What follows belongs to an exercise in optimizing a design on an open flow for small area and a short achievable clock period; a production flow would make more cautious choices.
Only simulation tests tie the RTL to the original design; equivalence was not proved.
Power figures rest on the tool's default switching activity, not on a simulated workload.

**design/flow/constraint.sdc**
```tcl
create_clock -name core_clock -period 32.0 [get_ports {clk}]
set_input_delay 6.4000 -clock core_clock [delete_from_list [all_inputs] [get_ports {clk}]]
set_output_delay 6.4000 -clock core_clock [all_outputs]
set_load 0.01 [all_outputs]
```
**design/flow/flow/run.sh**
```bash
#!/bin/bash
# The standard ORFS flow with three changes: synthesis leaves adders to ABC
# (no full/half-adder cell extraction), ports are buffered with buf_1, and
# timing repair aims at a setup slack margin of 19 ns. make's output goes to
# standard.log; each tool's own log is under orfs/logs.
bash standard.sh ADDER_MAP_FILE= SETUP_SLACK_MARGIN=19 "BUFFER_PORTS_ARGS=-buffer_cell sky130_fd_sc_hd__buf_1" finish > standard.log 2>&1
```
**design/flow/design.v**
```verilog
package execPkg;
    localparam int DataWidth = 16;    
    localparam int AddrWidth = 16;    
    localparam int ShiftBits = 4;     
    typedef enum logic [5:0] {
        OpLw1  = 6'd0,     
        OpLw2  = 6'd1,     
        OpLw3  = 6'd2,     
        OpSw1  = 6'd3,     
        OpSw2  = 6'd4,     
        OpMov  = 6'd5,
        OpAdd  = 6'd6,
        OpSub  = 6'd7,
        OpMul  = 6'd8,
        OpDiv  = 6'd9,
        OpAnd  = 6'd10,
        OpOr   = 6'd11,
        OpShl  = 6'd12,
        OpShr  = 6'd13,
        OpCmp  = 6'd14,    
        OpNot  = 6'd15,
        OpJr   = 6'd16,    
        OpJpc  = 6'd17,    
        OpBrfl = 6'd18,    
        OpCall = 6'd19,
        OpRet  = 6'd20,
        OpNop  = 6'd21
    } opcodeE;
    typedef enum logic [1:0] {
        CondAlways = 2'd0,
        CondLess   = 2'd1,
        CondEqual  = 2'd2
    } condE;
endpackage
`timescale 1ns/1ps
import execPkg::*;
module controlDecoder (
    input  logic [5:0] opcode,
    output logic       regWrite,
    output logic       memRead,
    output logic       memWrite,
    output logic       isBranch,     
    output logic       isJpc,
    output logic       isBrfl,
    output logic       stackPush,
    output logic       stackPop,
    output logic       isCompare,
    output logic       isDiv,
    output logic       illegal
);
    always_comb begin
        regWrite  = 1'b0;
        memRead   = 1'b0;
        memWrite  = 1'b0;
        isBranch  = 1'b0;
        isJpc     = 1'b0;
        isBrfl    = 1'b0;
        stackPush = 1'b0;
        stackPop  = 1'b0;
        isCompare = 1'b0;
        isDiv     = 1'b0;
        illegal   = 1'b0;
        case (opcode)
            6'd0, 6'd1: begin
                regWrite = 1'b1;
                memRead  = 1'b1;
            end
            6'd2, 6'd5, 6'd6, 6'd7, 6'd8, 6'd10, 6'd11, 6'd12, 6'd13, 6'd15:
                regWrite = 1'b1;
            6'd9: begin
                regWrite = 1'b1;
                isDiv    = 1'b1;
            end
            6'd3, 6'd4: memWrite  = 1'b1;
            6'd14:      isCompare = 1'b1;
            6'd16:      isBranch  = 1'b1;
            6'd17:      isJpc     = 1'b1;
            6'd18:      isBrfl    = 1'b1;
            6'd19: begin
                regWrite  = 1'b1;
                isBranch  = 1'b1;
                stackPush = 1'b1;
            end
            6'd20: begin
                isBranch = 1'b1;
                stackPop = 1'b1;
            end
            6'd21: ;
            default: illegal = 1'b1;
        endcase
    end
endmodule
`timescale 1ns/1ps
import execPkg::*;
module aluCore (
    input  logic [5:0]  opcode,
    input  logic [15:0] operandA,
    input  logic [15:0] operandB,
    input  logic [15:0] immediate,
    input  logic [15:0] pc,
    input  logic [15:0] stackTop,
    output logic [15:0] dataResult,
    output logic [15:0] addrResult,
    output logic [15:0] divB3,        
    output logic        cmpEqual,
    output logic        cmpLess
);
    assign divB3 = operandB + {operandB[14:0], 1'b0};
    logic [7:0] quotHi;
    logic [7:0] rem [0:4];
    assign rem[0] = '0;
    for (genvar k = 0; k < 4; k++) begin : gDiv
        localparam int W = 2*k + 2;
        logic [W-1:0] t, r;
        if (k == 0) begin : gT0
            assign t = operandA[15:14];
        end else begin : gTn
            assign t = {rem[k][W-3:0], operandA[15-2*k:14-2*k]};
        end
        divStep4 #(.W(W)) uStep (.t(t), .b(operandB), .b3(divB3), .q(quotHi[7-2*k:6-2*k]), .r(r));
        assign rem[k+1] = 8'(r);
    end
    logic [15:0] product;
    logic        isShl;
    logic [15:0] shIn, shOut, shOutRev, aRev;
    assign isShl = (opcode == 6'd12);
    for (genvar b = 0; b < 16; b++) begin : gRev
        assign aRev[b]     = operandA[15-b];
        assign shOutRev[b] = shOut[15-b];
    end
    assign shIn  = isShl ? aRev : operandA;
    assign shOut = shIn >> operandB[3:0];
    mulLow16 uMul (.a(operandA), .b(operandB), .p(product));
    logic opMem1, opAdd, opSub, opCall, opJpc;
    assign opMem1 = (opcode == 6'd0) || (opcode == 6'd3);
    assign opAdd  = (opcode == 6'd6);
    assign opSub  = (opcode == 6'd7) || (opcode == 6'd14);
    assign opCall = (opcode == 6'd19);
    assign opJpc  = (opcode == 6'd17);
    logic [15:0] addX, addY;
    logic [16:0] sum;
    assign addX = (opCall || opJpc) ? pc : operandA;
    always_comb begin
        if (opAdd)                    addY = operandB;
        else if (opSub)               addY = ~operandB;
        else if (opMem1 || opJpc)     addY = immediate;
        else                          addY = '0;
    end
    assign sum = {1'b0, addX} + {1'b0, addY} + 17'(opSub || opCall);
    assign cmpLess  = ~sum[16];
    assign cmpEqual = (sum[15:0] == '0);
    logic [3:0]  logicTable;
    logic [15:0] logicResult;
    always_comb begin
        case (opcode)
            6'd5:    logicTable = 4'b1010;     
            6'd10:   logicTable = 4'b1000;     
            6'd11:   logicTable = 4'b1110;     
            6'd15:   logicTable = 4'b0011;     
            default: logicTable = 4'b0000;
        endcase
    end
    for (genvar b = 0; b < 16; b++) begin : gLogic
        assign logicResult[b] = logicTable[{operandA[b], operandB[b]}];
    end
    logic selSum, selImm, selProd, selShl, selShr, isDivOp;
    assign selSum     = (opcode == 6'd0) || (opcode == 6'd1) || (opcode == 6'd3) || (opcode == 6'd4) ||
                        (opcode == 6'd6) || (opcode == 6'd7) || (opcode == 6'd19);
    assign selImm     = (opcode == 6'd2);
    assign selProd    = (opcode == 6'd8);
    assign selShl     = (opcode == 6'd12);
    assign selShr     = (opcode == 6'd13);
    assign isDivOp    = (opcode == 6'd9);
    logic [15:0] otherResult;
    assign otherResult = ({16{selSum}} & sum[15:0]) | ({16{selImm}} & immediate) |
                         ({16{selProd}} & product) | ({16{selShl}} & shOutRev) |
                         ({16{selShr}} & shOut) | logicResult;
    assign dataResult = isDivOp ? {quotHi, rem[4]} : otherResult;
    logic selB, selA, selSum2, selImm2, selStack;
    assign selB     = (opcode == 6'd3) || (opcode == 6'd4) || (opcode == 6'd9);
    assign selA     = (opcode == 6'd16) || (opcode == 6'd19);
    assign selSum2  = (opcode == 6'd17);
    assign selImm2  = (opcode == 6'd18);
    assign selStack = (opcode == 6'd20);
    assign addrResult = ({16{selB}} & operandB) | ({16{selA}} & operandA) | ({16{selSum2}} & sum[15:0]) |
                        ({16{selImm2}} & immediate) | ({16{selStack}} & stackTop);
endmodule
module divTail (
    input  logic [7:0]  quotHi,
    input  logic [7:0]  remIn,       
    input  logic [7:0]  aLow,        
    input  logic [15:0] b,
    input  logic [15:0] b3,
    output logic [15:0] quot
);
    logic [15:0] rem [0:4];
    assign rem[0] = 16'(remIn);
    assign quot[15:8] = quotHi;
    for (genvar k = 0; k < 4; k++) begin : gDiv
        localparam int W = 2*k + 10;
        logic [W-1:0] t, r;
        assign t = {rem[k][W-3:0], aLow[7-2*k:6-2*k]};
        divStep4 #(.W(W)) uStep (.t(t), .b(b), .b3(b3), .q(quot[7-2*k:6-2*k]), .r(r));
        assign rem[k+1] = 16'(r);
    end
endmodule
module divStep4 #(parameter int W = 2) (
    input  logic [W-1:0] t,
    input  logic [15:0]  b,
    input  logic [15:0]  b3,
    output logic [1:0]   q,
    output logic [W-1:0] r
);
    logic [W-1:0] d1, d2, d3;
    logic         o1, o2, o3;      
    logic         z1, z2, z3;      
    logic         c1, c2, c3;      
    logic [W-1:0] b2;
    assign b2 = {b[W-2:0], 1'b0};
    subBorrow #(.W(W)) uS1 (.t(t), .y(b[W-1:0]),  .d(d1), .borrow(o1));
    subBorrow #(.W(W)) uS2 (.t(t), .y(b2),        .d(d2), .borrow(o2));
    subBorrow #(.W(W)) uS3 (.t(t), .y(b3[W-1:0]), .d(d3), .borrow(o3));
    if (W == 16) begin : gZ16
        assign z1 = 1'b1;
    end else begin : gZn
        assign z1 = ~|b[15:W];
    end
    assign z2 = ~|b[15:W-1];
    assign z3 = (b <= 16'(((1 << W) - 1) / 3));    
    assign c1 = z1 & ~o1;
    assign c2 = z2 & ~o2;
    assign c3 = z3 & ~o3;
    assign q[1] = c2;
    assign q[0] = c3 | (c1 & ~c2);
    assign r = c3 ? d3 : c2 ? d2 : c1 ? d1 : t;
endmodule
module subBorrow #(parameter int W = 4) (
    input  logic [W-1:0] t,
    input  logic [W-1:0] y,
    output logic [W-1:0] d,
    output logic         borrow
);
    localparam int L = (W <= 2) ? 1 : (W <= 4) ? 2 : (W <= 8) ? 3 : (W <= 16) ? 4 : 5;
    logic [W-1:0] yn, g, a, c;
    logic [W-1:0] gl [0:L];
    logic [W-1:0] al [0:L];
    assign yn = ~y;
    assign g = t & yn;
    assign a = t | yn;
    assign gl[0] = {g[W-1:1], a[0]};
    assign al[0] = a;
    for (genvar l = 0; l < L; l++) begin : gL
        for (genvar i = 0; i < W; i++) begin : gI
            localparam int J = ((i >> l) << l) - 1;
            if (((i >> l) & 1) == 1) begin : gC
                assign gl[l+1][i] = gl[l][i] | (al[l][i] & gl[l][J]);
                assign al[l+1][i] = al[l][i] & al[l][J];
            end else begin : gP
                assign gl[l+1][i] = gl[l][i];
                assign al[l+1][i] = al[l][i];
            end
        end
    end
    if (W == 1) begin : gC1
        assign c = 1'b1;
    end else begin : gCn
        assign c = {gl[L][W-2:0], 1'b1};
    end
    assign borrow = ~gl[L][W-1];
    assign d = (t ^ c) ^ yn;
endmodule
module mulLow16 (
    input  logic [15:0] a,
    input  logic [15:0] b,
    output logic [15:0] p
);
    logic [7:0]  neg, one, two;
    logic [16:0] bx;
    logic [16:0] ax;
    assign bx = {b, 1'b0};
    assign ax = {a, 1'b0};
    for (genvar j = 0; j < 8; j++) begin : gEnc
        assign neg[j] = bx[2*j+2];
        assign one[j] = bx[2*j+1] ^ bx[2*j];
        assign two[j] = (bx[2*j+2] & ~bx[2*j+1] & ~bx[2*j]) | (~bx[2*j+2] & bx[2*j+1] & bx[2*j]);
    end
    logic [15:0] pp0;
    for (genvar i = 0; i < 16; i++) begin : gPp0
        assign pp0[i] = ((one[0] & ax[i+1]) | (two[0] & ax[i])) ^ neg[0];
    end
    logic [13:0] pp1;
    for (genvar i = 0; i < 14; i++) begin : gPp1
        assign pp1[i] = ((one[1] & ax[i+1]) | (two[1] & ax[i])) ^ neg[1];
    end
    logic [11:0] pp2;
    for (genvar i = 0; i < 12; i++) begin : gPp2
        assign pp2[i] = ((one[2] & ax[i+1]) | (two[2] & ax[i])) ^ neg[2];
    end
    logic [9:0] pp3;
    for (genvar i = 0; i < 10; i++) begin : gPp3
        assign pp3[i] = ((one[3] & ax[i+1]) | (two[3] & ax[i])) ^ neg[3];
    end
    logic [7:0] pp4;
    for (genvar i = 0; i < 8; i++) begin : gPp4
        assign pp4[i] = ((one[4] & ax[i+1]) | (two[4] & ax[i])) ^ neg[4];
    end
    logic [5:0] pp5;
    for (genvar i = 0; i < 6; i++) begin : gPp5
        assign pp5[i] = ((one[5] & ax[i+1]) | (two[5] & ax[i])) ^ neg[5];
    end
    logic [3:0] pp6;
    for (genvar i = 0; i < 4; i++) begin : gPp6
        assign pp6[i] = ((one[6] & ax[i+1]) | (two[6] & ax[i])) ^ neg[6];
    end
    logic [1:0] pp7;
    for (genvar i = 0; i < 2; i++) begin : gPp7
        assign pp7[i] = ((one[7] & ax[i+1]) | (two[7] & ax[i])) ^ neg[7];
    end
    logic [15:0] x, y;
    logic w1, w2, w3, w4, w5, w6, w7, w8, w9, w10, w11, w12, w13, w14, w15, w16, w17, w18, w19, w20, w21, w22, w23, w24, w25, w26, w27, w28, w29, w30, w31, w32, w33, w34, w35, w36, w37, w38, w39, w40, w41, w42, w43, w44, w45, w46, w47, w48, w49, w50, w51, w52, w53, w54, w55, w56, w57, w58, w59, w60, w61, w62, w63, w64, w65, w66, w67, w68, w69, w70, w71, w72, w73, w74, w75, w76, w77, w78, w79, w80, w81, w82, w83, w84, w85, w86, w87, w88, w89, w90, w91, w92, w93, w94, w95, w96, w97, w98, w99, w100, w101, w102, w103, w104, w105;
    assign x[0] = neg[0];
    assign y[0] = pp0[0];
    assign x[1] = pp0[1];
    assign y[1] = 1'b0;
    assign w1 = neg[1] ^ pp0[2];
    assign w2 = neg[1] & pp0[2];
    assign x[2] = pp1[0];
    assign y[2] = w1;
    assign w3 = pp0[3] ^ pp1[1];
    assign w4 = pp0[3] & pp1[1];
    assign x[3] = w2;
    assign y[3] = w3;
    assign w5 = neg[2] ^ pp0[4] ^ pp1[2];
    assign w6 = (neg[2] & pp0[4]) | (pp1[2] & (neg[2] ^ pp0[4]));
    assign w7 = pp2[0] ^ w4;
    assign w8 = pp2[0] & w4;
    assign x[4] = w5;
    assign y[4] = w7;
    assign w9 = pp0[5] ^ pp1[3] ^ pp2[1];
    assign w10 = (pp0[5] & pp1[3]) | (pp2[1] & (pp0[5] ^ pp1[3]));
    assign w11 = w8 ^ w6;
    assign w12 = w8 & w6;
    assign x[5] = w9;
    assign y[5] = w11;
    assign w13 = neg[3] ^ pp0[6] ^ pp1[4];
    assign w14 = (neg[3] & pp0[6]) | (pp1[4] & (neg[3] ^ pp0[6]));
    assign w15 = pp2[2] ^ pp3[0] ^ w10;
    assign w16 = (pp2[2] & pp3[0]) | (w10 & (pp2[2] ^ pp3[0]));
    assign w17 = w13 ^ w12;
    assign w18 = w13 & w12;
    assign x[6] = w15;
    assign y[6] = w17;
    assign w19 = pp0[7] ^ pp1[5] ^ pp2[3];
    assign w20 = (pp0[7] & pp1[5]) | (pp2[3] & (pp0[7] ^ pp1[5]));
    assign w21 = pp3[1] ^ w14 ^ w19;
    assign w22 = (pp3[1] & w14) | (w19 & (pp3[1] ^ w14));
    assign w23 = w16 ^ w18;
    assign w24 = w16 & w18;
    assign x[7] = w21;
    assign y[7] = w23;
    assign w25 = neg[4] ^ pp0[8] ^ pp1[6];
    assign w26 = (neg[4] & pp0[8]) | (pp1[6] & (neg[4] ^ pp0[8]));
    assign w27 = pp2[4] ^ pp3[2] ^ pp4[0];
    assign w28 = (pp2[4] & pp3[2]) | (pp4[0] & (pp2[4] ^ pp3[2]));
    assign w29 = w20 ^ w25 ^ w27;
    assign w30 = (w20 & w25) | (w27 & (w20 ^ w25));
    assign w31 = w22 ^ w24;
    assign w32 = w22 & w24;
    assign x[8] = w29;
    assign y[8] = w31;
    assign w33 = pp0[9] ^ pp1[7] ^ pp2[5];
    assign w34 = (pp0[9] & pp1[7]) | (pp2[5] & (pp0[9] ^ pp1[7]));
    assign w35 = pp3[3] ^ pp4[1] ^ w26;
    assign w36 = (pp3[3] & pp4[1]) | (w26 & (pp3[3] ^ pp4[1]));
    assign w37 = w28 ^ w33 ^ w30;
    assign w38 = (w28 & w33) | (w30 & (w28 ^ w33));
    assign w39 = w35 ^ w32;
    assign w40 = w35 & w32;
    assign x[9] = w37;
    assign y[9] = w39;
    assign w41 = neg[5] ^ pp0[10] ^ pp1[8];
    assign w42 = (neg[5] & pp0[10]) | (pp1[8] & (neg[5] ^ pp0[10]));
    assign w43 = pp2[6] ^ pp3[4] ^ pp4[2];
    assign w44 = (pp2[6] & pp3[4]) | (pp4[2] & (pp2[6] ^ pp3[4]));
    assign w45 = pp5[0] ^ w34 ^ w41;
    assign w46 = (pp5[0] & w34) | (w41 & (pp5[0] ^ w34));
    assign w47 = w43 ^ w36 ^ w45;
    assign w48 = (w43 & w36) | (w45 & (w43 ^ w36));
    assign w49 = w38 ^ w40;
    assign w50 = w38 & w40;
    assign x[10] = w47;
    assign y[10] = w49;
    assign w51 = pp0[11] ^ pp1[9] ^ pp2[7];
    assign w52 = (pp0[11] & pp1[9]) | (pp2[7] & (pp0[11] ^ pp1[9]));
    assign w53 = pp3[5] ^ pp4[3] ^ pp5[1];
    assign w54 = (pp3[5] & pp4[3]) | (pp5[1] & (pp3[5] ^ pp4[3]));
    assign w55 = w42 ^ w44 ^ w51;
    assign w56 = (w42 & w44) | (w51 & (w42 ^ w44));
    assign w57 = w53 ^ w46 ^ w55;
    assign w58 = (w53 & w46) | (w55 & (w53 ^ w46));
    assign w59 = w48 ^ w57;
    assign w60 = w48 & w57;
    assign x[11] = w50;
    assign y[11] = w59;
    assign w61 = neg[6] ^ pp0[12] ^ pp1[10];
    assign w62 = (neg[6] & pp0[12]) | (pp1[10] & (neg[6] ^ pp0[12]));
    assign w63 = pp2[8] ^ pp3[6] ^ pp4[4];
    assign w64 = (pp2[8] & pp3[6]) | (pp4[4] & (pp2[8] ^ pp3[6]));
    assign w65 = pp5[2] ^ pp6[0] ^ w52;
    assign w66 = (pp5[2] & pp6[0]) | (w52 & (pp5[2] ^ pp6[0]));
    assign w67 = w54 ^ w61 ^ w63;
    assign w68 = (w54 & w61) | (w63 & (w54 ^ w61));
    assign w69 = w56 ^ w65 ^ w67;
    assign w70 = (w56 & w65) | (w67 & (w56 ^ w65));
    assign w71 = w58 ^ w69;
    assign w72 = w58 & w69;
    assign x[12] = w60;
    assign y[12] = w71;
    assign w73 = pp0[13] ^ pp1[11] ^ pp2[9];
    assign w74 = (pp0[13] & pp1[11]) | (pp2[9] & (pp0[13] ^ pp1[11]));
    assign w75 = pp3[7] ^ pp4[5] ^ pp5[3];
    assign w76 = (pp3[7] & pp4[5]) | (pp5[3] & (pp3[7] ^ pp4[5]));
    assign w77 = pp6[1] ^ w62 ^ w64;
    assign w78 = (pp6[1] & w62) | (w64 & (pp6[1] ^ w62));
    assign w79 = w73 ^ w75 ^ w66;
    assign w80 = (w73 & w75) | (w66 & (w73 ^ w75));
    assign w81 = w68 ^ w77 ^ w79;
    assign w82 = (w68 & w77) | (w79 & (w68 ^ w77));
    assign w83 = w70 ^ w72;
    assign w84 = w70 & w72;
    assign x[13] = w81;
    assign y[13] = w83;
    assign w85 = neg[7] ^ pp0[14] ^ pp1[12];
    assign w86 = (neg[7] & pp0[14]) | (pp1[12] & (neg[7] ^ pp0[14]));
    assign w87 = pp2[10] ^ pp3[8] ^ pp4[6];
    assign w88 = (pp2[10] & pp3[8]) | (pp4[6] & (pp2[10] ^ pp3[8]));
    assign w89 = pp5[4] ^ pp6[2] ^ pp7[0];
    assign w90 = (pp5[4] & pp6[2]) | (pp7[0] & (pp5[4] ^ pp6[2]));
    assign w91 = w74 ^ w76 ^ w85;
    assign w92 = (w74 & w76) | (w85 & (w74 ^ w76));
    assign w93 = w87 ^ w89 ^ w78;
    assign w94 = (w87 & w89) | (w78 & (w87 ^ w89));
    assign w95 = w91 ^ w80 ^ w93;
    assign w96 = (w91 & w80) | (w93 & (w91 ^ w80));
    assign w97 = w82 ^ w95;
    assign w98 = w82 & w95;
    assign x[14] = w84;
    assign y[14] = w97;
    assign w99 = pp0[15] ^ pp1[13] ^ pp2[11];
    assign w100 = pp3[9] ^ pp4[7] ^ pp5[5];
    assign w101 = pp6[3] ^ pp7[1] ^ w86;
    assign w102 = w88 ^ w90 ^ w100;
    assign w103 = w99 ^ w101 ^ w92;
    assign w104 = w102 ^ w94 ^ w103;
    assign w105 = w96 ^ w104;
    assign x[15] = w98;
    assign y[15] = w105;
    assign p = x + y;
endmodule
`timescale 1ns/1ps
import execPkg::*;
module commitStage (
    input  logic        clk,
    input  logic        rstN,
    input  logic        inValid,
    input  logic        regWrite,
    input  logic        memRead,
    input  logic        memWrite,
    input  logic        isBranch,
    input  logic        isJpc,
    input  logic        isBrfl,
    input  logic        stackPush,
    input  logic        stackPop,
    input  logic        isCompare,
    input  logic        isDiv,
    input  logic        illegal,
    input  logic [15:0] dataResult,
    input  logic [15:0] addrResult,
    input  logic [15:0] divB3,
    input  logic [7:0]  divALow,
    input  logic        cmpEqual,
    input  logic        cmpLess,
    output logic        outValid,
    output logic        regWriteEn,
    output logic        writeFromMem,
    output logic [15:0] writeData,
    output logic        memReadEn,
    output logic        memWriteEn,
    output logic [15:0] memAddr,
    output logic [15:0] memWriteData,
    output logic        branchTaken,
    output logic [15:0] branchTarget,
    output logic        pushReturn,
    output logic        popReturn,
    output logic        illegalOp
);
    logic        flagEqual;
    logic        flagLess;
    logic [15:0] dataQ;
    logic [15:0] addrQ;
    logic [15:0] b3Q;
    logic [7:0]  aLowQ;
    logic        isDivQ;
    logic        memReadQ;
    always_ff @(posedge clk) begin
        if (!rstN) begin
            flagEqual   <= 1'b0;
            flagLess    <= 1'b0;
            outValid    <= 1'b0;
            regWriteEn  <= 1'b0;
            memReadQ    <= 1'b0;
            memWriteEn  <= 1'b0;
            branchTaken <= 1'b0;
            pushReturn  <= 1'b0;
            popReturn   <= 1'b0;
            illegalOp   <= 1'b0;
        end else begin
            if (inValid && isCompare) begin
                flagEqual <= cmpEqual;
                flagLess  <= cmpLess;
            end
            outValid    <= inValid;
            regWriteEn  <= inValid && regWrite;
            memReadQ    <= inValid && memRead;
            memWriteEn  <= inValid && memWrite;
            branchTaken <= inValid && (isBranch || (isJpc && flagLess) || (isBrfl && flagEqual));
            pushReturn  <= inValid && stackPush;
            popReturn   <= inValid && stackPop;
            illegalOp   <= inValid && illegal;
        end
    end
    always_ff @(posedge clk) begin
        dataQ  <= dataResult;
        addrQ  <= addrResult;
        b3Q    <= divB3;
        aLowQ  <= divALow;
        isDivQ <= isDiv;
    end
    logic [15:0] quot;
    divTail divTail_i (
        .quotHi(dataQ[15:8]), .remIn(dataQ[7:0]), .aLow(aLowQ),
        .b(addrQ), .b3(b3Q), .quot(quot)
    );
    assign memReadEn    = memReadQ;
    assign writeFromMem = memReadQ;
    assign writeData    = isDivQ ? quot : dataQ;
    assign memAddr      = dataQ;
    assign memWriteData = addrQ;
    assign branchTarget = addrQ;
endmodule
`timescale 1ns/1ps
import execPkg::*;
module execStage (
    input  logic                 clk,
    input  logic                 rstN,
    input  logic                 inValid,
    input  execPkg::opcodeE               opcode,
    input  logic [execPkg::DataWidth-1:0] operandA,
    input  logic [execPkg::DataWidth-1:0] operandB,
    input  logic [execPkg::DataWidth-1:0] immediate,
    input  logic [execPkg::AddrWidth-1:0] pc,
    input  logic [execPkg::AddrWidth-1:0] stackTop,
    output logic                 outValid,
    output logic                 regWriteEn,
    output logic                 writeFromMem,
    output logic [execPkg::DataWidth-1:0] writeData,
    output logic                 memReadEn,
    output logic                 memWriteEn,
    output logic [execPkg::AddrWidth-1:0] memAddr,
    output logic [execPkg::DataWidth-1:0] memWriteData,
    output logic                 branchTaken,
    output logic [execPkg::AddrWidth-1:0] branchTarget,
    output logic                 pushReturn,
    output logic                 popReturn,
    output logic                 illegalOp
);
    logic        regWrite, memRead, memWrite, isBranch, isJpc, isBrfl;
    logic        stackPush, stackPop, isCompare, isDiv, illegal;
    logic [15:0] divB3;
    logic [15:0] dataResult, addrResult;
    logic        cmpEqual, cmpLess;
    controlDecoder controlDecoder_i (
        .opcode(opcode), .regWrite(regWrite), .memRead(memRead), .memWrite(memWrite),
        .isBranch(isBranch), .isJpc(isJpc), .isBrfl(isBrfl),
        .stackPush(stackPush), .stackPop(stackPop),
        .isCompare(isCompare), .isDiv(isDiv), .illegal(illegal)
    );
    aluCore aluCore_i (
        .opcode(opcode), .operandA(operandA), .operandB(operandB),
        .immediate(immediate), .pc(pc), .stackTop(stackTop),
        .dataResult(dataResult), .addrResult(addrResult), .divB3(divB3),
        .cmpEqual(cmpEqual), .cmpLess(cmpLess)
    );
    commitStage commitStage_i (
        .clk(clk), .rstN(rstN), .inValid(inValid),
        .regWrite(regWrite), .memRead(memRead), .memWrite(memWrite),
        .isBranch(isBranch), .isJpc(isJpc), .isBrfl(isBrfl),
        .stackPush(stackPush), .stackPop(stackPop),
        .isCompare(isCompare), .isDiv(isDiv), .illegal(illegal),
        .dataResult(dataResult), .addrResult(addrResult),
        .divB3(divB3), .divALow(operandA[7:0]),
        .cmpEqual(cmpEqual), .cmpLess(cmpLess),
        .outValid(outValid), .regWriteEn(regWriteEn), .writeFromMem(writeFromMem),
        .writeData(writeData), .memReadEn(memReadEn), .memWriteEn(memWriteEn),
        .memAddr(memAddr), .memWriteData(memWriteData), .branchTaken(branchTaken),
        .branchTarget(branchTarget), .pushReturn(pushReturn), .popReturn(popReturn),
        .illegalOp(illegalOp)
    );
endmodule
```
**design/flow/standard.sh**
```bash
#!/bin/bash
# synth_recipe.tcl (not shown) runs the flow's synth.tcl, then flattens the netlist and writes it again
# the make line also repeats each setting of config.mk as NAME=value (left out here)
make -C /OpenROAD-flow-scripts/flow DESIGN_CONFIG=/design/flow/config.mk WORK_HOME=/design/flow/orfs CLKGATE_MAP_FILE= SYNTH_SCRIPT=/design/flow/synth_recipe.tcl "${@:-finish}"
```
**design/flow/config.mk**
```make
export PLATFORM = sky130hd
export DESIGN_NAME = execStage
export DESIGN_NICKNAME = execStage
export VERILOG_FILES = /design/flow/design.v
export SDC_FILE = /design/flow/constraint.sdc
export NUM_CORES = 4
export LEC_CHECK = 0
export ABC_AREA = 1
export CAP_MARGIN = 20
export CORE_MARGIN = 2
export CORE_UTILIZATION = 40
export CTS_BUF_LIST = sky130_fd_sc_hd__clkbuf_4 sky130_fd_sc_hd__clkbuf_8
export PLACE_DENSITY = 0.6
export SLEW_MARGIN = 20
```
==> run_results.csv, run 1 <==
group,metric,value,unit
status,status,"timing/DRC/antenna clean",
yosys,synth_ff_type,"dfxtp_1",
worst_setup_path,critical_path.most_common_cell,"nand2_1",
timing,hold_viol,0,
yosys,synth_cells,3426,
clocking,cts_made_buffers,9,
clocking,hold_buffers,0,
pwr,clkPwrFrac,0.059,
global_route,grt_usage,0.324,
final_layout,fin_area,20000,um^2
yosys,synthesis.nets,3515,
pwr,power_density,75.2,nW/um^2
drt,dr.first_iter.drc_count,2558,
drt,drc,0,
timing,grt_setup_unrepaired,"true",
global_route,grt_max_degree,35,
timing,final_max_slew_viol_count,0,
pwr,seqPwrFrac,0.070,
clocking,clock_sinks,67,
floorplanning,die_x,217,um
placement,dp_cells,4092,
worst_setup_path,max_stage_delay,0.38,ns
yosys,synth_edf_count,0,
timing,tns,0,ns
floorplanning,core,45200,um^2
final_layout,drive_above_1_share,0.108,
placement,gp_congestion,1.06,
pwr,internal-power,591,uW
worst_setup_path,path_class,"register to output port",
timing,min_period,12.72,ns
worst_setup_path,crit_path_end_kind,"output port",
pwr,combPwrFrac,0.871,
floorplanning,initial_core_util,0.403,
floorplanning,core.rowCount,78,
yosys,ys_async_sr_fraction,0,
final_layout,area_growth,9.55,%
floorplanning,io_pins,162,
yosys,ys_seq_area_frac,0.0736,
pwr,peakVddDrop,0.0542,mV
pwr,p_sw,910,uW
yosys,synthesis.area,18200,um^2
drt,wl_per_cell,19.1,um
final_layout,stdcell_count,4151,
floorplanning,die_h,217,um
worst_setup_path,start_kind,"register",
global_route,grt_pass1_vias,21000,
min_path,holdCritStartpoint,"commitStage_i.flagEqual$_SDFFE_PN0P_",
placement,port_buffers,161,
placement,hpwl,61.7,mm
yosys,ys_warn_count,30,
timing,timing.slew.headroom,0.187,
global_route,grt_pass1_wl,120,mm
clocking,cts_tree,"yes",
yosys,ys_seq_elements,67,
clocking,htree_levels,3,
worst_setup_path,cp-startpoint,"commitStage_i.addrQ[15]$_DFF_P_",
yosys,synth_cell_types,67,
floorplanning,fp.dieArea,47300,um^2
timing,hold-worst-slack,0.474,ns
drt,vias,23400,
timing,finalClockSkew,0.0176,ns
worst_setup_path,critPathArrivalTime,6.32,ns
final_layout,layout_common_cells,"nand2_1, nand3_1, inv_1, nor2_1, xor2_1",
drt,avgViaCountPerCell,5.64,
worst_setup_path,timing.rr.start,"commitStage_i.flagEqual$_SDFFE_PN0P_",
timing,clock.fmax,0.0786,GHz
final_layout,fill_cells,5093,
pwr,switching_share,0.606,
timing,period_share,0.397,
global_route,antenna_found_initial,2,
job,max-cap-violations,0,
timing,worstMarginPinSlew,1.21,ns
pwr,leakage,10.2,nW
clocking,cts_max_path_buffers,2,
clocking,clkTransAtPathRegs,0.10,ns
worst_setup_path,crit_slowest_cell,"dfxtp_1",
final_layout,nNetsFinal,3633,
global_route,grt_overflow_total,0,
drt,drtPass1Iterations,8,
clocking,cts-root-buf,"clkbuf_8",
placement,post_dp_cell_area,19100,um^2
yosys,syn_area_per_cell,5.32,um^2
worst_setup_path,worstPathRequired,25.60,ns
worst_setup_path,cp_max_fo,14,
drt,drtAntennaViolNets,0,
clocking,clock_latency,0.38,ns
final_layout,final_common_cell,"nand2_1",
min_path,hp-class,"register to register",
drt,wirelength,79.5,mm
timing,finalSetupViolations,0,
-- final timing paths --
| check | endpoint | slack [ns] | depth (start not counted) |
|---|---|---|---|
| worst min-delay path | commitStage_i.flagEqual$_SDFFE_PN0P_ | 0.47 | 2 |
| worst max-delay path | writeData[0] | 19.28 | 46 |
| worst min register to register | commitStage_i.flagEqual$_SDFFE_PN0P_ | 0.47 | 2 |
| worst max register to register | commitStage_i.branchTaken$_SDFF_PN0_ | 31.17 | 4 |
-- power groups by stage --
stage	Clock [mW]	Combinational (mW)	Sequential (mW)
floorplan	0	0.984	0.101
global placement	0	1.21	0.106
detailed placement	0	1.21	0.107
CTS	0.0906	1.24	0.105
global route	0.0941	1.46	0.106
finish	0.0887	1.31	0.105
-- state kept, by name, indices dropped and copies added (netlist names) --
register                   flops
commitStage_i.aLowQ            8
commitStage_i.addrQ           16
commitStage_i.b3Q             16
commitStage_i.branchTaken      1
commitStage_i.dataQ           16
commitStage_i.flagEqual        1
commitStage_i.flagLess         1
commitStage_i.illegalOp        1
commitStage_i.isDivQ           1
commitStage_i.memReadQ         1
commitStage_i.memWriteEn       1
commitStage_i.outValid         1
commitStage_i.popReturn        1
commitStage_i.pushReturn       1
commitStage_i.regWriteEn       1
-- layout make-up --
type | count | area (um^2) | share of cell area
clock buffers | 9 | 124 | 0.00621
multi-input cells | 2835 | 14800 | 0.743
well taps | 600 | 751 | 0.0376
repair buffers | 243 | 1290 | 0.0647
diodes | 2 | 5.00 | 0.000251
flip-flops and latches | 67 | 1350 | 0.0676
clock inverters | 7 | 125 | 0.00627
inverters | 388 | 1490 | 0.0747
-- through the flow --
stage          utilization  power, mW  setup WS (ns)
6_report             0.442       1.50          19.28
4_1_cts              0.431       1.43          19.06
2_1_floorplan            -       1.08          21.10
5_1_grt              0.442       1.66          18.95
3_5_place_dp         0.422       1.31          17.91
3_3_place_gp         0.422       1.31          18.09
-- cells by family after synthesis --
| family | synth area share |
|---|---|
| compound gates | 0.192 |
| xor+xnor | 0.114 |
| fa+ha+maj | 0.00494 |
| buf+inv | 0.125 |
| flops | 0.0736 |
| mux | 0.00110 |
| simple gates | 0.489 |
-- Yosys cell counts, types with 11 or more instances --
master     count  area (um^2)
nand3_1      362         1810
a21o_1        11         82.6
clkbuf_1      54          203
nor2_2        16          100
buf_2         13         65.1
o21ai_1       19         95.1
nand2_1     1117         4190
a21oi_2       14          123
buf_6         16          180
o211ai_1      33          248
inv_1        333         1250
xnor2_1       47          412
nand2_2       73          457
nand3_2       25          250
xor2_1       191         1670
nand2_4       17          191
nand4_1       22          138
clkinv_1      11         41.3
nor2_1       297         1110
a31oi_1       11         68.8
o2111ai_1     14          123
nor3_1        17         85.1
buf_1         17         63.8
a21oi_1      118          591
nand3b_1      18          135
o221ai_1      25          219
o21ai_0      182          911
inv_2         41          154
dfxtp_1       67         1340
or2_2         34          213
o22ai_1       71          444
buf_4         33          248
-- per-layer routing --
metal,up-vias,track usage,wire [um]
li1,11400,-,-
met4,0,0.183,4870
met2,1256,0.532,35700
met3,277,0.0427,7340
met5,-,0,0
met1,10500,0.407,31600
-- repair_timing --
item / in CTS / in global routing
resized for setup: 10 / 58
setup buffers: 8 / 32
setup endpoints to repair: 4 / 4
cloned: 1 / 0
pin swaps: 5 / 10
-- critical path, delay by kind of cell, from the launching register on --
kind | cells | cell delay (ns)
buffers and inverters | 10 | 1.26
DFF | 1 | 0.38
AOI/OAI and AO/OA | 6 | 0.76
and+or+nand+nor | 30 | 3.51
==> run 2, diff against run 1 <==
==> design/flow/flow/run.sh (replaced) <==
#!/bin/bash
# The standard ORFS flow with four changes:
#  - synthesis (flow/my_synth.tcl, the standard flow's own synthesis script otherwise) maps
#    with ABC script flow/abc.script;
#  - synthesis leaves adders to ABC (no full/half-adder cell extraction);
#  - ports are buffered with buf_2;
#  - timing repair aims at a setup slack margin of 19 ns.
# make's output goes to standard.log; each tool's own log is under orfs/logs.
HERE=$(pwd)
export MY_ABC_SCRIPT=$HERE/flow/abc.script
bash standard.sh SYNTH_SCRIPT=$HERE/flow/my_synth.tcl ADDER_MAP_FILE= SETUP_SLACK_MARGIN=19 "BUFFER_PORTS_ARGS=-buffer_cell sky130_fd_sc_hd__buf_2" finish > standard.log 2>&1
==> design/flow/flow/abc.script (new file) <==
strash
dch
map -B 0.9
topo
stime -c
==> design/flow/flow/my_synth.tcl (new file) <==
# The standard synthesis (synth_recipe.tcl) with one change: ABC maps with
# the script named by MY_ABC_SCRIPT instead of ORFS's abc_area/abc_speed.
proc synth {args} { yosys synth -nofsm -noshare {*}$args }
set f [open $::env(SCRIPTS_DIR)/synth.tcl]
set src [read $f]
close $f
set hook {source $::env(SCRIPTS_DIR)/synth_preamble.tcl}
set n [string first $hook $src]
if { $n < 0 } { error "synth.tcl no longer sources synth_preamble.tcl" }
set src [string replace $src $n [expr { $n + [string length $hook] - 1 }] \
  "$hook\nset abc_args \[lreplace \$abc_args 1 1 \$::env(MY_ABC_SCRIPT)\]\nputs \"abc args: \$abc_args\""]
eval $src
# left out here: clear keep_hierarchy, flatten, clean up, hide names made inside functions, write 1_2_yosys.v
--- a/design/flow/config.mk
+++ b/design/flow/config.mk
@@ -9,6 +9,5 @@
 export CAP_MARGIN = 20
 export CORE_MARGIN = 2
 export CORE_UTILIZATION = 40
-export CTS_BUF_LIST = sky130_fd_sc_hd__clkbuf_4 sky130_fd_sc_hd__clkbuf_8
 export PLACE_DENSITY = 0.6
 export SLEW_MARGIN = 20
==> run 2 against run 1 <==
Effect of this change:
- design area shrank 0.13%
- critical path depth decreased by 6
- hold slack improved by 0.012 ns
- clock power grew 16%
- global-route usage up 2.3 points
- wire length rose by 0.14%
- critical path type unchanged
- critical endpoint unchanged
- highest routed layer unchanged
==> run_results.csv, run 2 <==
group,metric,value,unit
pwr,leakage,9.54,nW
min_path,hp-class,"register to register",
worst_setup_path,crit_buf_inv,7,
floorplanning,fp.dieArea,44000,um^2
yosys,synth_top_area_share,0.268,
placement,hpwl,60.9,mm
yosys,synth_edf_count,0,
timing,grt_setup_unrepaired,"true",
clocking,clock_latency,0.37,ns
drt,dr.first_iter.drc_count,2718,
min_path,worstHoldPathCells,2,
yosys,synthesis.area,16900,um^2
min_path,min_to,"commitStage_i.flagEqual$_SDFFE_PN0P_",
timing,finalClockSkew,0.000166,ns
worst_setup_path,ff2ff_path_depth,4,
timing,timing.slew.headroom,0.270,
floorplanning,io_pins,162,
pwr,power_density,76.8,nW/um^2
drt,wirelength,79.6,mm
timing,period_share,0.395,
worst_setup_path,crit_family,"simple AND/OR/NAND/NOR gates",
final_layout,area_growth,17.8,%
pwr,power,1.53,mW
yosys,ys_warn_count,30,
min_path,holdCritStartpoint,"commitStage_i.flagEqual$_SDFFE_PN0P_",
worst_setup_path,worstPathRequired,25.60,ns
placement,gp_congestion,1.05,
floorplanning,initial_core_util,0.404,
yosys,yosysMostFrequentCell,"nand2_1",
global_route,antenna_found_initial,0,
clocking,cts-root-buf,"clkbuf_16",
yosys,synthesis.nets,3403,
clocking,cts_tree,"yes",
clocking,htree_levels,3,
yosys,synth_cells,3314,
timing,hold-worst-slack,0.486,ns
yosys,synth_area_leader_cell,"nand2_1",
floorplanning,core.rowCount,75,
worst_setup_path,rrSetupSlack,31.23,ns
worst_setup_path,timing.rr.start,"commitStage_i.flagEqual$_SDFFE_PN0P_",
job,max-cap-violations,0,
clocking,hold_buffers,0,
floorplanning,core,41900,um^2
floorplanning,die_x,210,um
global_route,grt_max_degree,35,
timing,finalSetupViolations,0,
worst_setup_path,start_kind,"register",
final_layout,nNetsFinal,3632,
floorplanning,die_h,210,um
timing,hold_viol,0,
worst_setup_path,critical_path.most_common_cell,"nand2_1",
timing,worstMarginPinSlew,1.09,ns
drt,drc,0,
final_layout,layout_common_cells,"nand2_1, nand3_1, clkinv_1, nor2_1, o21ai_0",
final_layout,diodes,0,
yosys,ys_seq_elements,67,
worst_setup_path,crit_path_end_kind,"output port",
drt,avgViaCountPerCell,5.80,
final_layout,final_common_cell,"nand2_1",
worst_setup_path,crit_slowest_cell,"dfxtp_1",
global_route,grt_pass1_vias,20900,
status,status,"timing/DRC/antenna clean",
final_layout,drive_above_1_share,0.143,
clocking,clkTransAtPathRegs,0.08,ns
drt,wl_per_cell,19.5,um
timing,final_max_slew_viol_count,0,
pwr,peakVddDrop,0.0491,mV
global_route,grt_usage,0.347,
clocking,cts_max_path_buffers,2,
global_route,grt_overflow_total,0,
yosys,synth_area_leaders,"nand2_1, nand3_1, xor2_1",
yosys,ys_seq_area_frac,0.0793,
clocking,cts_made_buffers,9,
yosys,synth_cell_types,37,
global_route,grt_pass1_wl,120,mm
worst_setup_path,r2r-end,"commitStage_i.branchTaken$_SDFF_PN0_",
worst_setup_path,max_stage_delay,0.33,ns
drt,vias,23700,
drt,drtPass1Iterations,6,
final_layout,top_regs,"commitStage_i.addrQ x16, commitStage_i.b3Q x16, commitStage_i.dataQ x16",
timing,clock.fmax,0.0792,GHz
placement,port_buffers,161,
timing,tns,0,ns
worst_setup_path,critPathArrivalTime,6.23,ns
worst_setup_path,path_class,"register to output port",
worst_setup_path,cp_max_fo,12,
final_layout,post-route-util,0.476,
timing,min_period,12.63,ns
clocking,clock_sinks,67,
drt,drtAntennaViolNets,0,
yosys,yosys-top-cells-count,"nand2_1, clkinv_1, nand3_1",
yosys,ys_async_sr_fraction,0,
yosys,syn_area_per_cell,5.11,um^2
yosys,synth_ff_type,"dfxtp_1",
run 2: cell types whose count changed in the layout (fill, tap and decap cells not counted), sizes merged, moves of 3 or more:
| cell | before | now |
|---|---|---|
| inv | 373 | 13 |
| buf | 241 | 236 |
| and2b | 0 | 3 |
| nor2b | 3 | 0 |
| nand2 | 1207 | 1214 |
| clkinv | 15 | 376 |
run 2: through the flow:
step           setup slack (ns)  cell area [um^2]  instances
2_1_floorplan             19.04             16900       3314
3_3_place_gp              17.11             18500       4023
3_5_place_dp              16.80             18500       4023
4_1_cts                   19.00             19200       4056
5_1_grt                   18.91             19900       4087
6_report                  19.37             19900       4087
run 2: metal layers:
layer / GRT usage / wire length, um
met5: 0 / 0
met4: 0.208 / 5560
met3: 0.0593 / 7910
met2: 0.556 / 34700
met1: 0.436 / 31400
run 2: cell families (layout without fill, tap and decap cells):
family | count (synthesis) | in the layout | share of synthesized area
flip-flops | 67 | 67 | 0.0793
multiplexers | 2 | 2 | 0.00118
adder cells (fa/ha/maj) | 9 | 9 | 0.00532
buffers and inverters | 413 | 640 | 0.0972
XOR/XNOR | 238 | 238 | 0.123
AND/OR/NAND/NOR | 2026 | 2033 | 0.496
AO/OA/AOI/OAI | 559 | 559 | 0.198
run 2: how the worst max path moves through the flow:
stage	slack (ns)	cells after the start	start	end
after CTS	19.00	47	commitStage_i.addrQ[4]$_DFF_P_	writeData[1]
after detailed placement	16.80	42	commitStage_i.addrQ[14]$_DFF_P_	writeData[0]
after floorplan	19.04	43	commitStage_i.addrQ[14]$_DFF_P_	writeData[1]
after global placement	17.11	41	commitStage_i.addrQ[14]$_DFF_P_	writeData[0]
final	19.37	40	commitStage_i.addrQ[7]$_DFF_P_	writeData[0]
after global routing	18.91	44	commitStage_i.addrQ[4]$_DFF_P_	writeData[0]
run 2: timing repair:
item	4_1_cts	5_1_grt
buffers inserted	16	25
pin swaps	11	27
gates resized for setup	77	170
cloned	1	6
endpoints found under the setup margin	12	15
run 2: where the power goes:
| part | total, mW | switching, mW | internal, mW |
|---|---|---|---|
| clock | 0.103 | 0.0426 | 0.0608 |
| combinational | 1.32 | 0.870 | 0.451 |
| sequential | 0.106 | 0.0152 | 0.0912 |
run 2: worst register-to-register path, stage by stage, from the launching register on:
cell and delay (ns):
dfxtp_1 0.33, nand3_1 0.08, o2111ai_1 0.10, nand4_1 0.09, clkinv_1 0.06
run 2: final cells by class:
| type | count | area [um^2] |
|---|---|---|
| sequential | 67 | 1370 |
| tap | 539 | 674 |
| fill | 4690 | 21900 |
| timing repair buffer | 236 | 1430 |
| multi-input combinational | 2841 | 14600 |
| clock buffer | 9 | 225 |
| clock inverter | 7 | 77.6 |
| inverter | 388 | 1510 |
==> run 3, diff against run 2 <==
==> design/flow/flow/abc.script (replaced) <==
strash
dch
map -B 0.9
strash
dch
map -B 0.9
topo
stime -c
buffer -c
upsize -c
dnsize -c
==> run 3 against run 2 <==
Effect of this change:
- register-to-register slack worse by 0.02 ns
- still clean on timing, DRC and antenna
- synthesized area is 6.3% higher
- wire length is 1.2% higher
- clock skew is 0.0049 ns higher
- setup slack better by 0.13 ns
==> run_results.csv, run 3 <==
group,metric,value,unit
global_route,antenna_found_initial,2,
timing,timing.slew.headroom,0.242,
drt,wl_per_cell,19.5,um
clocking,cts-root-buf,"clkbuf_16",
global_route,grt_max_degree,38,
final_layout,top_regs,"commitStage_i.addrQ x16, commitStage_i.b3Q x16, commitStage_i.dataQ x16",
clocking,clock_latency,0.34,ns
worst_setup_path,cp_max_fo,18,
pwr,leakage,10.9,nW
clocking,clkTransAtPathRegs,0.06,ns
placement,post-place-ws,18.90,ns
worst_setup_path,timing.rr.start,"commitStage_i.flagLess$_SDFFE_PN0P_",
job,max-cap-violations,0,
yosys,synth_edf_count,0,
worst_setup_path,rrSetupSlack,31.21,ns
drt,drc,0,
timing,hold-worst-slack,0.464,ns
floorplanning,initial_core_util,0.406,
global_route,grt_usage,0.334,
floorplanning,io_pins,162,
worst_setup_path,path_class,"register to output port",
yosys,synth_ff_type,"dfxtp_1",
floorplanning,fp.dieArea,46700,um^2
yosys,synth_compound_area_frac,0.181,
global_route,use_met2,0.539,
worst_setup_path,endpoint,"writeData[1]",
pwr,peakVddDrop,0.0520,mV
global_route,grtUsageMet3,0.0524,
worst_setup_path,r2r-end,"commitStage_i.branchTaken$_SDFF_PN0_",
clocking,clock_sinks,67,
drt,dr.first_iter.drc_count,2441,
final_layout,seq_area,1380,um^2
timing,period_share,0.391,
floorplanning,core,44300,um^2
timing,finalClockSkew,0.00503,ns
worst_setup_path,crit_slowest_cell,"dfxtp_1",
yosys,synth_area_leader_cell,"nand2_1",
drt,avgViaCountPerCell,5.54,
clocking,htree_levels,3,
worst_setup_path,critPathArrivalTime,6.10,ns
timing,finalSetupViolations,0,
worst_setup_path,start_kind,"register",
worst_setup_path,max_stage_delay,0.39,ns
worst_setup_path,ff2ff_path_depth,4,
final_layout,layout_common_cells,"nand2_1, inv_1, nand3_1, nor2_1, buf_2",
yosys,synthAdderAreaFrac,0.00111,
yosys,synthesis.nets,3557,
yosys,ys_warn_count,30,
placement,gp_congestion,1.08,
final_layout,fill_cells,5116,
worst_setup_path,critical_path.most_common_cell,"nand2_1",
final_layout,final_common_cell,"nand2_1",
yosys,synthMuxAreaShare,0.00285,
clocking,cts_made_buffers,9,
floorplanning,die_h,216,um
clocking,hold_buffers,0,
global_route,grt_pass1_vias,20900,
drt,drtPass1Iterations,7,
worst_setup_path,crit_path_end_kind,"output port",
yosys,synth_cell_types,68,
min_path,worstHoldPathCells,2,
drt,wirelength,80.6,mm
min_path,hp-class,"register to register",
yosys,syn_area_per_cell,5.19,um^2
yosys,synth_cells,3468,
final_layout,multi_input_area,14300,um^2
clocking,cts_tree,"yes",
placement,dp_cells,4114,
clocking,cts_max_path_buffers,2,
yosys,yosysMostFrequentCell,"nand2_1",
final_layout,nNetsFinal,3634,
yosys,synth_area_leaders,"nand2_1, nand3_1, inv_1",
floorplanning,die_x,216,um
pwr,power_density,69.8,nW/um^2
drt,vias,23000,
global_route,grt_overflow_total,0,
yosys,yosys.area_share.simple,0.508,
worst_setup_path,cp-startpoint,"commitStage_i.addrQ[14]$_DFF_P_",
final_layout,area_growth,8.34,%
status,status,"timing/DRC/antenna clean",
final_layout,drive_above_1_share,0.140,
drt,drtAntennaViolNets,0,
timing,hold_viol,0,
timing,worst_slack,19.50,ns
global_route,grt_pass1_wl,121,mm
yosys,synth_top_area_share,0.257,
timing,clock.fmax,0.0800,GHz
timing,min_period,12.50,ns
worst_setup_path,worstPathRequired,25.60,ns
yosys,ys_seq_elements,67,
timing,grt_setup_unrepaired,"true",
final_layout,stdcell_count,4142,
placement,hpwl,64.4,mm
yosys,synth_top_family_by_area,"simple AND/OR/NAND/NOR gates",
yosys,synth_xor_area_frac,0.0988,
yosys,yosys-top-cells-count,"nand2_1, inv_1, nand3_1, nor2_1, xor2_1",
global_route,grt.busiest_layer,"met2",
yosys,ys_seq_area_frac,0.0746,
timing,worstMarginPinSlew,1.14,ns
yosys,ys_async_sr_fraction,0,
placement,port_buffers,161,
global_route,grtUsageMet1,0.416,
timing,final_max_slew_viol_count,0,
yosys,synthesis.area,18000,um^2
pwr,power,1.36,mW
floorplanning,core.rowCount,77,
min_path,holdCritStartpoint,"commitStage_i.flagEqual$_SDFFE_PN0P_",
timing,tns,0,ns
run 3: per-layer routing:
| layer | wire, um | up-vias |
|---|---|---|
| li1 | - | 11300 |
| met1 | 32000 | 10200 |
| met2 | 35500 | 1174 |
| met3 | 7290 | 300 |
| met4 | 5810 | 2 |
| met5 | 12 | - |
run 3: how the worst min path moves through the flow:
stage | to | slack, ns
final | commitStage_i.flagEqual$_SDFFE_PN0P_ | 0.46
after global routing | commitStage_i.flagLess$_SDFFE_PN0P_ | 0.50
after floorplan | commitStage_i.flagLess$_SDFFE_PN0P_ | 0.44
after global placement | commitStage_i.flagEqual$_SDFFE_PN0P_ | 0.45
after CTS | commitStage_i.flagEqual$_SDFFE_PN0P_ | 0.46
after detailed placement | commitStage_i.flagEqual$_SDFFE_PN0P_ | 0.45
run 3: report_power, final:
part           internal [mW]  switching, mW  leakage [nW]  total (mW)
Combinational          0.378          0.787          10.2        1.16
Clock                 0.0539         0.0356         0.124      0.0895
Sequential            0.0909         0.0155         0.560       0.106
run 3: repair_timing:
action                                  CTS  global route
endpoints found under the setup margin    2             4
pin swaps                                 1             1
setup buffers                             5             7
gates resized for setup                   5            41
run 3: cell families (layout without fill, tap and decap cells):
logic type | Yosys count | count (layout)
DFF | 67 | 67
buffers and inverters | 573 | 654
adders and majority gates | 2 | 2
muxes | 5 | 5
and+or+nand+nor | 2094 | 2094
xor gates and xnor gates | 203 | 203
other | 0 | 1
AOI/OAI and AO/OA | 524 | 524
run 3: metrics by stage:
stage / utilization / cell area, um^2
6_report: 0.440 / 19500
5_1_grt: 0.440 / 19500
4_1_cts: 0.435 / 19300
3_5_place_dp: 0.428 / 19000
3_3_place_gp: 0.428 / 19000
2_1_floorplan: - / 18000
run 3: worst max-delay path: cells and delay by family (launching register included):
| kind | cells | cell delay, ns |
|---|---|---|
| AOI/OAI and AO/OA | 3 | 0.61 |
| DFF | 1 | 0.39 |
| and+or+nand+nor | 36 | 3.98 |
| buffers and inverters | 6 | 0.75 |
run 3: area by class of cell:
type / count / share of cell area
clock buffer: 11 / 0.0125
multi-input combinational: 2828 / 0.735
sequential: 67 / 0.0706
clock inverter: 4 / 0.00141
antenna: 1 / 0.000128
timing repair buffer: 193 / 0.0550
tap: 592 / 0.0380
inverter: 446 / 0.0875

==> re-timing with driven ports <==
No port has a modelled driver above. Below, the same layouts with a new extraction and two added sets of constraints. Step 1: set_driving_cell puts a clkbuf_16 on clk and a buf_2 on each other input, an assumption about the parent block. Step 2 moves the port delays by t, midway between the first and last clock arrival at a register: inputs arrive t later, outputs are due t later. That takes back most of the time a late clock gives input paths. a / b / c = ideal ports / drivers / drivers and shift; a / b = the first two.
run	t (ns)	slack for setup (ns)	hold slack, ns	worst setup path at the end	worst data-port slew with drivers (ns)
run 1	0.406	19.281 / 19.237 / 19.282	0.474 / 0.474 / 0.474	input to register	0.08
run 2	0.411	19.366 / 19.312 / 19.096	0.486 / 0.486 / 0.486	input to register	0.05
run 3	0.372	19.496 / 19.458 / 19.230	0.464 / 0.464 / 0.464	input to register	0.09
After both steps setup and hold are still met in every run listed. For run 2, which loses most, drivers alone change the setup slack by -0.054 ns; drivers and shift together by -0.270 ns.
